From an optimization exercise on the open Yosys and OpenROAD flow, aimed at small area, a short achievable clock period and few clock cycles; shortcuts taken in it are not production practice.
RTL that was checked went through simulation tests only; none was proved equivalent to the original.

the baseline:
// md5_message_digest
module md5_message_digest (
   input  logic                            clock,
   input  logic                            reset,
   input  logic                            req_valid,
   output logic                            req_ready,
   input  logic [md5_pkg::WORD_W-1:0]      req_word,
   input  logic [md5_pkg::COUNT_W-1:0]     req_bytes,
   input  logic                            req_last,
   output logic                            rsp_valid,
   input  logic                            rsp_ready,
   output logic [md5_pkg::WORD_W-1:0]      rsp_word,
   output logic [md5_pkg::DIDX_W-1:0]      rsp_index,
   output logic                            rsp_done
);
Size: ~6,500 cells after synthesis, roughly 0.050 mm^2 of cells after synthesis.
clock: 11.0 ns
lec_check: 0
abc_area: 1
cap_margin: 20
core_margin: 2
core_utilization: 40
setup_slack_margin: 5
slew_margin: 20
run.sh (not shown) runs the stock make flow with config.mk's settings and CLKGATE_MAP_FILE= SYNTH_SCRIPT=/design/flow/synth_recipe.tcl, a recipe that flattens the netlist after the stock synthesis.
The baseline ran to completion and came out clean on the timing, design-rule and antenna checks.
Here is what was changed in the inputs of the candidate compared with the baseline.
diff --git a/flow/design.v b/flow/design.v
--- a/flow/design.v
+++ b/flow/design.v
@@ -362,69 +362,110 @@
          efinal_ff <= efinal_n;
          pend_ff   <= pend_n;
          eidx_ff   <= eidx_n;
          round_ff  <= round_n;
          setup_ff  <= setup_n;
       end
       base_ff <= base_n;
       aligned_ff <= wr_en || (4'(base_ff + widx_ff[3:0]) == 4'd1);
    end
    logic [5:0]  pidx_n, pidx_ff;
-   logic [3:0]  gidx_n, rpos_ff;
+   logic [3:0]  gidx_n;
+   logic [3:0]  rpos;
+   logic [31:0] mword_ff;      
    logic [15:0] rsel_ff;
    function automatic logic [3:0] msg_idx(input logic [5:0] r);
       case (r[5:4])
          2'd0:    msg_idx = r[3:0];
          2'd1:    msg_idx = 4'(r[3:0] * 4'd5 + 4'd1);
          2'd2:    msg_idx = 4'(r[3:0] * 4'd3 + 4'd5);
          default: msg_idx = 4'(r[3:0] * 4'd7);
       endcase
    endfunction
    assign pidx_n = run_n ? 6'(step_n + 6'd1) : 6'd0;
    assign gidx_n = msg_idx(pidx_n);
+   logic [3:0] posa_ff, posb_ff;
+   always_comb begin
+      if (round_ff)      rpos = (step_ff == 6'd63) ? base_ff : posb_ff;
+      else if (setup_ff) rpos = base_ff + 4'd1;
+      else if (run_ff)   rpos = posa_ff;
+      else               rpos = base_ff;
+   end
    always_ff @(posedge clock) begin
       pidx_ff <= pidx_n;
-      rpos_ff <= (wr_en && widx_ff[4]) ? 4'd15 + gidx_n : base_ff - 4'd1 + gidx_n;
+      posa_ff <= base_n + msg_idx(6'(step_n + 6'd1));
+      posb_ff <= base_n + msg_idx(6'(step_n + 6'd2));
       rsel_ff <= 16'd1 << {step_n[5:4], step_n[1:0]};
+      mword_ff <= (wr_en && wi == gidx_n) ? wr_word : ring[rpos];
    end
+   function automatic logic [31:0] ks_add(input logic [31:0] x, input logic [31:0] z);
+      logic [31:0] g, t, gn, tn;
+      g = x & z;
+      t = x | z;
+      gn = g;
+      tn = t;
+      gn[1] = g[1] | ((t[1] & x[0]) & z[0]);
+      tn[1] = t[1] & t[0];
+      for (int i = 2; i < 32; i++) begin
+         gn[i] = g[i] | (t[i] & g[i-1]);
+         tn[i] = t[i] & t[i-1];
+      end
+      g = gn;
+      t = tn;
+      for (int d = 2; d < 32; d = d * 2) begin
+         gn = g;
+         tn = t;
+         for (int i = d; i < 32; i++) begin
+            gn[i] = g[i] | (t[i] & g[i-d]);
+            tn[i] = t[i] & t[i-d];
+         end
+         g = gn;
+         t = tn;
+      end
+      ks_add = x ^ (z ^ {g[30:0], 1'b0});
+   endfunction
    logic [31:0] mword, kword, pbase, fval, xsum, rot, csel, yval, bkeep, bsum;
    logic [31:0] chain_sum, c_n, d_n, f1_n, f0_n;
    logic        ysf, ysn;
-   assign mword = ring[rpos_ff];
+   assign mword = mword_ff;
    assign kword = md5_pkg::md5_round_add(pidx_ff);
    always_comb begin
       if (!setup_ff)      pbase = d_ff;
       else if (wfirst_ff) pbase = md5_pkg::INIT_A;
       else                pbase = q_ff[1];
    end
    assign fval = (b_ff & f1_ff) | (~b_ff & f0_ff);
-   assign xsum = p_ff + fval;
+   assign xsum = ks_add(p_ff, fval);
+   logic [31:0] pcs_s, pcs_c, psum;
+   assign pcs_s = pbase ^ kword ^ mword;
+   assign pcs_c = (pbase & kword) | (pbase & mword) | (kword & mword);
+   assign psum  = ks_add(pcs_s, {pcs_c[30:0], 1'b0});
    always_comb begin
       rot = '0;
       for (int k = 0; k < 16; k++)
          rot = rot | ({32{rsel_ff[k]}}
                       & md5_pkg::md5_rotl(xsum, md5_pkg::md5_rot_amount({k[3:2], 2'b00, k[1:0]})));
    end
    always_comb begin
       case (step_ff[1:0])
          2'd1:    csel = efirst_ff ? md5_pkg::INIT_A : q_ff[0];
          2'd2:    csel = efirst_ff ? md5_pkg::INIT_D : q_ff[0];
          2'd3:    csel = efirst_ff ? md5_pkg::INIT_C : q_ff[0];
          default: csel = efirst_ff ? md5_pkg::INIT_B : q_ff[0];
       endcase
    end
    assign chain_sum = csel + b_ff;
    assign ysf   = setup_ff && wfirst_ff;
    assign ysn   = setup_ff && !wfirst_ff;
    assign bkeep = ysf ? 32'h0 : b_ff;
    assign yval  = ({32{round_ff}} & rot) | ({32{ysf}} & md5_pkg::INIT_B) | ({32{ysn}} & csel);
-   assign bsum  = bkeep + yval;
+   assign bsum  = ks_add(bkeep, yval);
    always_comb begin
       c_n = c_ff;
       d_n = d_ff;
       if (round_ff) begin
          c_n = b_ff;
          d_n = c_ff;
       end else if (setup_ff) begin
          c_n = wfirst_ff ? md5_pkg::INIT_C : q_ff[3];
          d_n = wfirst_ff ? md5_pkg::INIT_D : q_ff[2];
       end
@@ -434,21 +475,21 @@
          2'd2: begin f1_n = ~(c_n ^ d_n); f0_n = c_n ^ d_n;     end
          default: begin f1_n = ~c_n;      f0_n = ~(c_n ^ d_n);  end
       endcase
    end
    always_ff @(posedge clock) begin
       b_ff  <= bsum;
       c_ff  <= c_n;
       d_ff  <= d_n;
       f1_ff <= f1_n;
       f0_ff <= f0_n;
-      if ((round_ff && step_ff != 6'd63) || setup_ff) p_ff <= pbase + kword + mword;
+      if ((round_ff && step_ff != 6'd63) || setup_ff) p_ff <= psum;
       if (qshift) begin
          q_ff[0] <= q_ff[1];
          q_ff[1] <= q_ff[2];
          q_ff[2] <= q_ff[3];
          q_ff[3] <= chain_sum;
       end
    end
    assign rsp_valid = pend_ff;
    assign rsp_index = eidx_ff;
    assign rsp_done  = (eidx_ff == 2'd3);
Findings:
- Area after detailed placement, the candidate and the baseline: larger value in the candidate
- Final-stage net count is higher on the candidate
- The candidate against the baseline; multi-input combinational cell count is up by a little under 10%.
- Total CTS buffers grows by a few percent when moving from the baseline to the candidate.
- HPWL after detailed placement on the candidate is behind the baseline.
- After synthesis and placement, the instance count of the candidate is above that of the baseline.
- Sum of routed wire length over all layers came out higher on the candidate than on the baseline.
- Looking at last element of the critical path, the rsp_word[7] result is from the candidate; the rsp_word[11] one comes from the baseline.
Testbench counts of the candidate, summed over its fixed seeds: cycles 45,028.
Only the layout flow was run in the baseline; the RTL was not checked for function there.

* * *

md5_message_digest, a different RTL version from the one above (not shown whole).
Size in the first run: about 6600 cells after synthesis, about 1100 flip-flops, about 77 I/O pins, roughly 51000 um^2 of cells after synthesis.
export LEC_CHECK = 0
export ABC_AREA = 1
export CAP_MARGIN = 20
export CORE_MARGIN = 2
export CORE_UTILIZATION = 55
export SETUP_SLACK_MARGIN = 5
export SLEW_MARGIN = 20
export TNS_END_PERCENT = 0
create_clock -name core_clock -period 11.0 [get_ports {clock}]
standard.sh (not shown) runs the stock make flow with config.mk's settings and CLKGATE_MAP_FILE= SYNTH_SCRIPT=/design/flow/synth_recipe.tcl, a recipe that flattens the netlist after the stock synthesis.
==> flow/flow/run.sh <==
#!/bin/bash
# Standard layout with a stronger setup repair target and buf_4 port buffers;
# make's full output goes to orfs_make.log.
set -euo pipefail
bash standard.sh SETUP_SLACK_MARGIN=7 "BUFFER_PORTS_ARGS=-buffer_cell sky130_fd_sc_hd__buf_4" finish > orfs_make.log 2>&1
The starting point ran to the end with no violations.
Testbench counts at the start, summed over its fixed seeds: cycles 45,028.
==> next run, changes <==
--- a/flow/design.v
+++ b/flow/design.v
@@ -463,30 +463,27 @@
          g = gn;
          t = tn;
       end
       ks_add = x ^ (z ^ {g[30:0], 1'b0});
    endfunction
    logic [31:0] rot1, mword, kword, pbase, fval, xsum, rot, csel, yval, bkeep, bsum;
    logic [31:0] chain_sum, c_n, d_n, f1_n, f0_n;
    assign mword = mword_ff;
    assign kword = md5_pkg::md5_round_add(pidx_ff);
    assign pbase = d_ff;
    assign fval = (b_ff & f1_ff) | (~b_ff & f0_ff);
    assign xsum = ks_add(p_ff, fval);
-   logic [31:0] pcs_s, pcs_c, psum;
-   assign pcs_s = pbase ^ kword ^ mword;
-   assign pcs_c = (pbase & kword) | (pbase & mword) | (kword & mword);
-   logic [31:0] psum_hi;
-   assign psum_hi = ks_add({1'b0, pcs_s[31:1]}, {1'b0, pcs_c[30:0]});
-   assign psum    = {psum_hi[30:0], pcs_s[0]};
+   logic [31:0] kmsum, psum;
+   assign kmsum = ks_add(kword, mword);
+   assign psum  = ks_add(pbase, kmsum);
    always_comb begin
       rot1 = '0;
       for (int k = 0; k < 4; k++)
          rot1 = rot1 | ({32{rlo_ff[k]}} & md5_pkg::md5_rotl(xsum, 5'(k)));
       rot = '0;
       for (int k = 1; k < 6; k++)
          rot = rot | ({32{rhi_ff[k]}} & md5_pkg::md5_rotl(rot1, 5'(4 * k)));
    end
    logic       csq_ff;
    logic [3:0] csi_ff;
    always_ff @(posedge clock) begin
       csq_ff <= !efirst_n;
The changed run completed with no timing, DRC or antenna violations.
Sequential cell count is unchanged.
Hold slack improved by 0.011 ns.
Core utilization is higher by 0.35 points.
Setup slack improved by 0.15 ns.
Design area is higher by 4.2%.
Clock skew is higher by 0.038 ns.
Global-route usage is lower by 0.31 points.
Area after synthesis is higher by 3.6%.
Die area is higher by 3.5%.
Testbench counts after the change, summed over its fixed seeds: cycles 45,028.

==> afterwards: timing with drivers on the ports <==
Ports are ideal in the flow. The routed layouts listed here were re-timed in OpenROAD. Step 1, drivers: a clkbuf_16 drives clock and a buf_2 each remaining input, both assumed. Step 2 moves the port delays by t, midway between the first and last clock arrival at a register: inputs arrive t later, outputs are due t later. That takes back most of the time a late clock gives input paths. Three values: no drivers, after step 1, after step 2; two values: the first two.
run | t, ns | setup WS [ns] | worst setup path after step 2 | worst data-port slew with drivers (ns) | pins driven straight from the clock port
the baseline | 0.787 | 5.099 / 5.024 / 5.223 | input to register | 0.05 | 1
the candidate | 0.792 | 5.091 / 5.017 / 5.274 | register to register | 0.04 | 1
the first run of note 2 | 0.768 | 6.624 / 6.624 / 6.312 | input to register | 0.04 | 1
the second run of note 2 | 0.785 | 6.771 / 6.771 / 6.518 | input to register | 0.04 | 1
After both steps setup and hold are still met in every run listed. For the first run of note 2, which loses most, drivers alone change the setup slack by 0.000 ns; drivers and shift together by -0.312 ns.
